Background: an optimization exercise with open tools, aiming at small area, a short achievable clock period and few clock cycles per item. Do not read the settings as production practice. RTL that was checked went through simulation tests only; none was proved equivalent to the original.

==> inputs of run K <==
==> flow/design.v (excerpt) <==
module date_seconds_of_year_converter_unit (
    input  logic                            i_clk,
    input  logic                            i_rst_n,
    input  logic                            i_in_valid,
    output logic                            o_in_ready,
    input  logic                            i_in_mode,
    input  logic [dsoyc_pkg::WYear-1:0]     i_in_year,
    input  logic [dsoyc_pkg::WMonth-1:0]    i_in_month,
    input  logic [dsoyc_pkg::WDay-1:0]      i_in_day,
    input  logic [dsoyc_pkg::WHour-1:0]     i_in_hour,
    input  logic [dsoyc_pkg::WMinute-1:0]   i_in_minute,
    input  logic [dsoyc_pkg::WSecond-1:0]   i_in_second,
    input  logic [dsoyc_pkg::WSeconds-1:0]  i_in_seconds,
    output logic                            o_out_valid,
    input  logic                            i_out_ready,
    output logic [dsoyc_pkg::WSeconds-1:0]  o_out_seconds,
    output logic [dsoyc_pkg::WMonth-1:0]    o_out_month,
    output logic [dsoyc_pkg::WDay-1:0]      o_out_day,
    output logic [dsoyc_pkg::WHour-1:0]     o_out_hour,
    output logic [dsoyc_pkg::WMinute-1:0]   o_out_minute,
    output logic [dsoyc_pkg::WSecond-1:0]   o_out_second,
    output logic                            o_out_range_error
);
    function automatic logic [8:0] offc(input logic [3:0] m);
        case (m)
            4'd2:    offc = 9'd31;
            4'd3:    offc = 9'd59;
            4'd4:    offc = 9'd90;
            4'd5:    offc = 9'd120;
            4'd6:    offc = 9'd151;
            4'd7:    offc = 9'd181;
            4'd8:    offc = 9'd212;
            4'd9:    offc = 9'd243;
  ...
clock: 9.0 ns
lec_check: 0
cap_margin: 20
core_margin: 2
core_utilization: 40
cts_buf_list: sky130_fd_sc_hd__clkbuf_8
setup_slack_margin: 5
slew_margin: 20
standard.sh (not shown) runs the stock make flow with config.mk's settings and CLKGATE_MAP_FILE= SYNTH_SCRIPT=/design/flow/synth_recipe.tcl, a recipe that flattens the netlist after the stock synthesis.
==> flow/flow/run.sh <==
#!/bin/bash
# The standard layout with two changes:
#  - the port buffers are sky130_fd_sc_hd__buf_1 cells;
#  - synthesis runs the standard flow's synthesis script with yosys's synth called with -noabc
#    as well (flow/synth.tcl), so the generic abc pass does not restructure the
#    carry-save adders before they are mapped to full and half adder cells.
#    Registers are inferred exactly as in the standard synthesis.
set -euo pipefail
here=$(pwd)
sed -e 's|SETUP_SLACK_MARGIN=5 |SETUP_SLACK_MARGIN=5 BUFFER_PORTS_ARGS="-buffer_cell sky130_fd_sc_hd__buf_1" |' \
    -e "s|SYNTH_SCRIPT=[^ ]*|SYNTH_SCRIPT=$here/flow/synth.tcl|" standard.sh > standard_b.sh
bash standard_b.sh > standard.log 2>&1
==> flow/flow/synth.tcl <==
proc synth {args} { yosys synth -nofsm -noshare -noabc {*}$args }
source $::env(SCRIPTS_DIR)/synth.tcl
# left out here: clear keep_hierarchy, flatten, clean up, hide names made inside functions, write 1_2_yosys.v
==> inputs of run D, as changes to run K <==
--- a/flow/design.v
+++ b/flow/design.v
@@ -135,52 +135,48 @@
         {n2_month, n2_day, n2_hour, n2_minute, n2_second} = r1_pay;
         n2_err0 = n2_yerr || (n2_month == 4'd0) || (n2_month > 4'd12) || (n2_day == 5'd0) ||
                   (n2_hour > 5'd23) || (n2_minute > 6'd59) || (n2_second > 6'd59);
         n2_dd   = 9'(n2_day) + offc(n2_month);
         n2_lm   = n2_leap && (n2_month >= 4'd3);
         n2_secs = r1_pay[24:0];
-        n2_err1 = n2_yerr;   
+        n2_err1 = n2_yerr || (n2_secs > 25'd31708799) || (!n2_leap && (n2_secs >= 25'd31622400));
         n2_err  = r1_mode ? n2_err1 : n2_err0;
         n2_pay  = r1_mode ? {n2_dq, ~n2_secs[16:7], n2_secs[6:0]} : {n2_dd, n2_tod};
     end
     logic [16:0] n3_tod;
     logic [8:0]  n3_dq;
     logic [6:0]  n3_low;
     logic        n3_lm;
     logic [17:0] n3_y;
     logic [12:1] n3_c;
-    logic [8:0]  n3_dl;
-    logic        n3_err;
     logic [3:0]  n3_mon;
     logic [4:0]  n3_dom;
     logic [25:0] n3_pay;
     assign n3_tod = r2_pay[16:0];
     assign n3_dq  = r2_pay[25:17];
     assign n3_low = r2_pay[6:0];
     assign n3_lm  = r2_leap && !r2_mode;
     dsoyc_mac675 u_mac675 (.a(r2_pay[25:17]), .c(n3_lm), .b(r2_pay[16:7]), .y(n3_y));
     always_comb begin
-        n3_dl    = n3_dq - 9'(r2_leap);
         n3_c[1]  = (n3_dq != 9'd0);
         n3_c[2]  = (n3_dq > 9'd31);
-        n3_c[3]  = n3_c[2] && (n3_dl > 9'd59);
-        n3_c[4]  = n3_c[2] && (n3_dl > 9'd90);
-        n3_c[5]  = n3_c[2] && (n3_dl > 9'd120);
-        n3_c[6]  = n3_c[2] && (n3_dl > 9'd151);
-        n3_c[7]  = n3_c[2] && (n3_dl > 9'd181);
-        n3_c[8]  = n3_c[2] && (n3_dl > 9'd212);
-        n3_c[9]  = n3_c[2] && (n3_dl > 9'd243);
-        n3_c[10] = n3_c[2] && (n3_dl > 9'd273);
-        n3_c[11] = n3_c[2] && (n3_dl > 9'd304);
-        n3_c[12] = n3_c[2] && (n3_dl > 9'd334);
+        n3_c[3]  = r2_leap ? (n3_dq > 9'd60)  : (n3_dq > 9'd59);
+        n3_c[4]  = r2_leap ? (n3_dq > 9'd91)  : (n3_dq > 9'd90);
+        n3_c[5]  = r2_leap ? (n3_dq > 9'd121) : (n3_dq > 9'd120);
+        n3_c[6]  = r2_leap ? (n3_dq > 9'd152) : (n3_dq > 9'd151);
+        n3_c[7]  = r2_leap ? (n3_dq > 9'd182) : (n3_dq > 9'd181);
+        n3_c[8]  = r2_leap ? (n3_dq > 9'd213) : (n3_dq > 9'd212);
+        n3_c[9]  = r2_leap ? (n3_dq > 9'd244) : (n3_dq > 9'd243);
+        n3_c[10] = r2_leap ? (n3_dq > 9'd274) : (n3_dq > 9'd273);
+        n3_c[11] = r2_leap ? (n3_dq > 9'd305) : (n3_dq > 9'd304);
+        n3_c[12] = r2_leap ? (n3_dq > 9'd335) : (n3_dq > 9'd334);
         n3_mon = 4'd0;
         for (int i = 1; i <= 12; i++) begin
             if (n3_c[i]) n3_mon = 4'(i);
         end
-        n3_dom  = n3_c[3] ? n3_dl[4:0] : n3_dq[4:0];
-        n3_err  = r2_err || (r2_mode && ((n3_dq > 9'd366) || ((n3_dq == 9'd366) && !r2_leap)));
+        n3_dom  = n3_dq[4:0] - 5'(r2_leap && n3_c[3]);
         n3_pay = r2_mode ? {n3_mon, n3_dom, ~n3_y[9:0], n3_low[6:4], n3_low[3:0]}
                          : {1'b0, n3_y[17:10], ~n3_y[9:0], n3_tod[6:0]};
     end
     logic        c_mode, c_err;
     logic [25:0] c_pay;
     logic [3:0]  c_mon;
@@ -223,13 +219,13 @@
             r1_p    <= n1_p;
             r2_mode <= r1_mode;
             r2_err  <= n2_err;
             r2_leap <= r1_mode ? n2_leap : n2_lm;
             r2_pay  <= n2_pay;
             r3_mode <= r2_mode;
-            r3_err  <= n3_err;
+            r3_err  <= r2_err;
             r3_pay  <= n3_pay;
             r_o_err <= c_err;
             r_o_z0  <= !c_err && !c_mode;
             r_o_z1  <= !c_err && c_mode;
             r_o_f   <= c_mode ? {c_mon, c_day, c_h, c_tm[5:0], c_u[1:0], c_low}
                               : {c_pay[25:17], ~c_pay[16:7], c_pay[6:0]};
==> flow/flow/run.sh (replaced) <==
#!/bin/bash
# The standard layout with these changes:
#  - the port buffers are sky130_fd_sc_hd__buf_1 cells;
#  - the setup repair aims at a slack margin of 5.1 ns;
#  - synthesis runs the standard flow's synthesis script with yosys's synth called with -noabc
#    as well (flow/synth.tcl), so the generic abc pass does not restructure the
#    carry-save adders before they are mapped to full and half adder cells.
#    Registers are inferred exactly as in the standard synthesis.
set -euo pipefail
here=$(pwd)
sed -e 's|SETUP_SLACK_MARGIN=5 |SETUP_SLACK_MARGIN=5.1 BUFFER_PORTS_ARGS="-buffer_cell sky130_fd_sc_hd__buf_1" |' \
    -e "s|SYNTH_SCRIPT=[^ ]*|SYNTH_SCRIPT=$here/flow/synth.tcl|" standard.sh > standard_b.sh
bash standard_b.sh > standard.log 2>&1
- CTS_BUF_LIST: sky130_fd_sc_hd__clkbuf_8 -> default
==> inputs of run Z, as changes to run K <==
--- a/flow/design.v
+++ b/flow/design.v
@@ -135,52 +135,48 @@
         {n2_month, n2_day, n2_hour, n2_minute, n2_second} = r1_pay;
         n2_err0 = n2_yerr || (n2_month == 4'd0) || (n2_month > 4'd12) || (n2_day == 5'd0) ||
                   (n2_hour > 5'd23) || (n2_minute > 6'd59) || (n2_second > 6'd59);
         n2_dd   = 9'(n2_day) + offc(n2_month);
         n2_lm   = n2_leap && (n2_month >= 4'd3);
         n2_secs = r1_pay[24:0];
-        n2_err1 = n2_yerr;   
+        n2_err1 = n2_yerr || (n2_secs > 25'd31708799) || (!n2_leap && (n2_secs >= 25'd31622400));
         n2_err  = r1_mode ? n2_err1 : n2_err0;
         n2_pay  = r1_mode ? {n2_dq, ~n2_secs[16:7], n2_secs[6:0]} : {n2_dd, n2_tod};
     end
     logic [16:0] n3_tod;
     logic [8:0]  n3_dq;
     logic [6:0]  n3_low;
     logic        n3_lm;
     logic [17:0] n3_y;
     logic [12:1] n3_c;
-    logic [8:0]  n3_dl;
-    logic        n3_err;
     logic [3:0]  n3_mon;
     logic [4:0]  n3_dom;
     logic [25:0] n3_pay;
     assign n3_tod = r2_pay[16:0];
     assign n3_dq  = r2_pay[25:17];
     assign n3_low = r2_pay[6:0];
     assign n3_lm  = r2_leap && !r2_mode;
     dsoyc_mac675 u_mac675 (.a(r2_pay[25:17]), .c(n3_lm), .b(r2_pay[16:7]), .y(n3_y));
     always_comb begin
-        n3_dl    = n3_dq - 9'(r2_leap);
         n3_c[1]  = (n3_dq != 9'd0);
         n3_c[2]  = (n3_dq > 9'd31);
-        n3_c[3]  = n3_c[2] && (n3_dl > 9'd59);
-        n3_c[4]  = n3_c[2] && (n3_dl > 9'd90);
-        n3_c[5]  = n3_c[2] && (n3_dl > 9'd120);
-        n3_c[6]  = n3_c[2] && (n3_dl > 9'd151);
-        n3_c[7]  = n3_c[2] && (n3_dl > 9'd181);
-        n3_c[8]  = n3_c[2] && (n3_dl > 9'd212);
-        n3_c[9]  = n3_c[2] && (n3_dl > 9'd243);
-        n3_c[10] = n3_c[2] && (n3_dl > 9'd273);
-        n3_c[11] = n3_c[2] && (n3_dl > 9'd304);
-        n3_c[12] = n3_c[2] && (n3_dl > 9'd334);
+        n3_c[3]  = r2_leap ? (n3_dq > 9'd60)  : (n3_dq > 9'd59);
+        n3_c[4]  = r2_leap ? (n3_dq > 9'd91)  : (n3_dq > 9'd90);
+        n3_c[5]  = r2_leap ? (n3_dq > 9'd121) : (n3_dq > 9'd120);
+        n3_c[6]  = r2_leap ? (n3_dq > 9'd152) : (n3_dq > 9'd151);
+        n3_c[7]  = r2_leap ? (n3_dq > 9'd182) : (n3_dq > 9'd181);
+        n3_c[8]  = r2_leap ? (n3_dq > 9'd213) : (n3_dq > 9'd212);
+        n3_c[9]  = r2_leap ? (n3_dq > 9'd244) : (n3_dq > 9'd243);
+        n3_c[10] = r2_leap ? (n3_dq > 9'd274) : (n3_dq > 9'd273);
+        n3_c[11] = r2_leap ? (n3_dq > 9'd305) : (n3_dq > 9'd304);
+        n3_c[12] = r2_leap ? (n3_dq > 9'd335) : (n3_dq > 9'd334);
         n3_mon = 4'd0;
         for (int i = 1; i <= 12; i++) begin
             if (n3_c[i]) n3_mon = 4'(i);
         end
-        n3_dom  = n3_c[3] ? n3_dl[4:0] : n3_dq[4:0];
-        n3_err  = r2_err || (r2_mode && ((n3_dq > 9'd366) || ((n3_dq == 9'd366) && !r2_leap)));
+        n3_dom  = n3_dq[4:0] - 5'(r2_leap && n3_c[3]);
         n3_pay = r2_mode ? {n3_mon, n3_dom, ~n3_y[9:0], n3_low[6:4], n3_low[3:0]}
                          : {1'b0, n3_y[17:10], ~n3_y[9:0], n3_tod[6:0]};
     end
     logic        c_mode, c_err;
     logic [25:0] c_pay;
     logic [3:0]  c_mon;
@@ -223,13 +219,13 @@
             r1_p    <= n1_p;
             r2_mode <= r1_mode;
             r2_err  <= n2_err;
             r2_leap <= r1_mode ? n2_leap : n2_lm;
             r2_pay  <= n2_pay;
             r3_mode <= r2_mode;
-            r3_err  <= n3_err;
+            r3_err  <= r2_err;
             r3_pay  <= n3_pay;
             r_o_err <= c_err;
             r_o_z0  <= !c_err && !c_mode;
             r_o_z1  <= !c_err && c_mode;
             r_o_f   <= c_mode ? {c_mon, c_day, c_h, c_tm[5:0], c_u[1:0], c_low}
                               : {c_pay[25:17], ~c_pay[16:7], c_pay[6:0]};
- CORE_UTILIZATION: 40 -> 30
==> qor summary <==
quantity	run Z	run K	run D
Post-route setup slack	4.97 ns	4.83 ns	4.97 ns
Placed wire-length estimate after detailed placement	22800 um	20800 um	22300 um
Area share of the largest cell type after synthesis	27.8%	28.6%	27.8%
Clock network contribution to total cell area	2.38%	2.53%	3.71%
Portion of netlist area occupied by mux cells	3.63%	3.40%	3.63%
Die ar.	0.0460 sq mm	0.0338 sq mm	0.0347 sq mm
Final critical delay including setup and external delays	4.03 ns	4.17 ns	4.03 ns
Destination of the critical timing path	o_in_ready	r3_pay[24]	o_in_ready
Die Span X	214 um	184 um	186 um
Mapped Nets	1608	1538	1608
Area inside the core boundary	0.0439 sq mm	0.0317 sq mm	0.0326 sq mm
Largest net degree at the start of global routing	73	48	88
Skew final	0.0193 ns	0.0299 ns	0.0162 ns
Fraction of standard cell area that is sequential	24.2%	25.3%	24.0%
Status	complete, no violations	complete, no violations	complete, no violations
Testbench counts of run D, summed over its fixed seeds: cycles 24,032, items 24,000.
Testbench counts of run Z, summed over its fixed seeds: cycles 24,032, items 24,000.
No functional check of the RTL was part of run K.

## port drivers added, routing unchanged
How much do the figures lean on ideal ports? The routed layouts below were timed once more, with nothing changed but the port constraints. Step 1 sets driving cells, clkbuf_16 on the clock port and buf_2 on the other inputs (assumed; they add their load-dependent delay and slew). Step 2 moves the port delays by t, midway between the first and last clock arrival at a register: inputs arrive t later, outputs are due t later. That takes back most of the time a late clock gives input paths. Three values: ideal ports, drivers, drivers and shift; two values: the first two.
run | t (ns) | setup WS [ns] | worst setup path at the end | worst register clock-pin slew, ns
run K | 0.495 | 4.830 / 4.830 / 4.734 | input to register | 0.10 / 0.10
run D | 0.468 | 4.973 / 4.935 / 4.743 | input to register | 0.07 / 0.07
run Z | 0.508 | 4.969 / 4.922 / 4.604 | input to register | 0.09 / 0.09
After both steps every run listed still meets setup and hold. The setup slack of run Z, which loses most, moves by -0.047 ns with the drivers and by -0.365 ns with both steps.
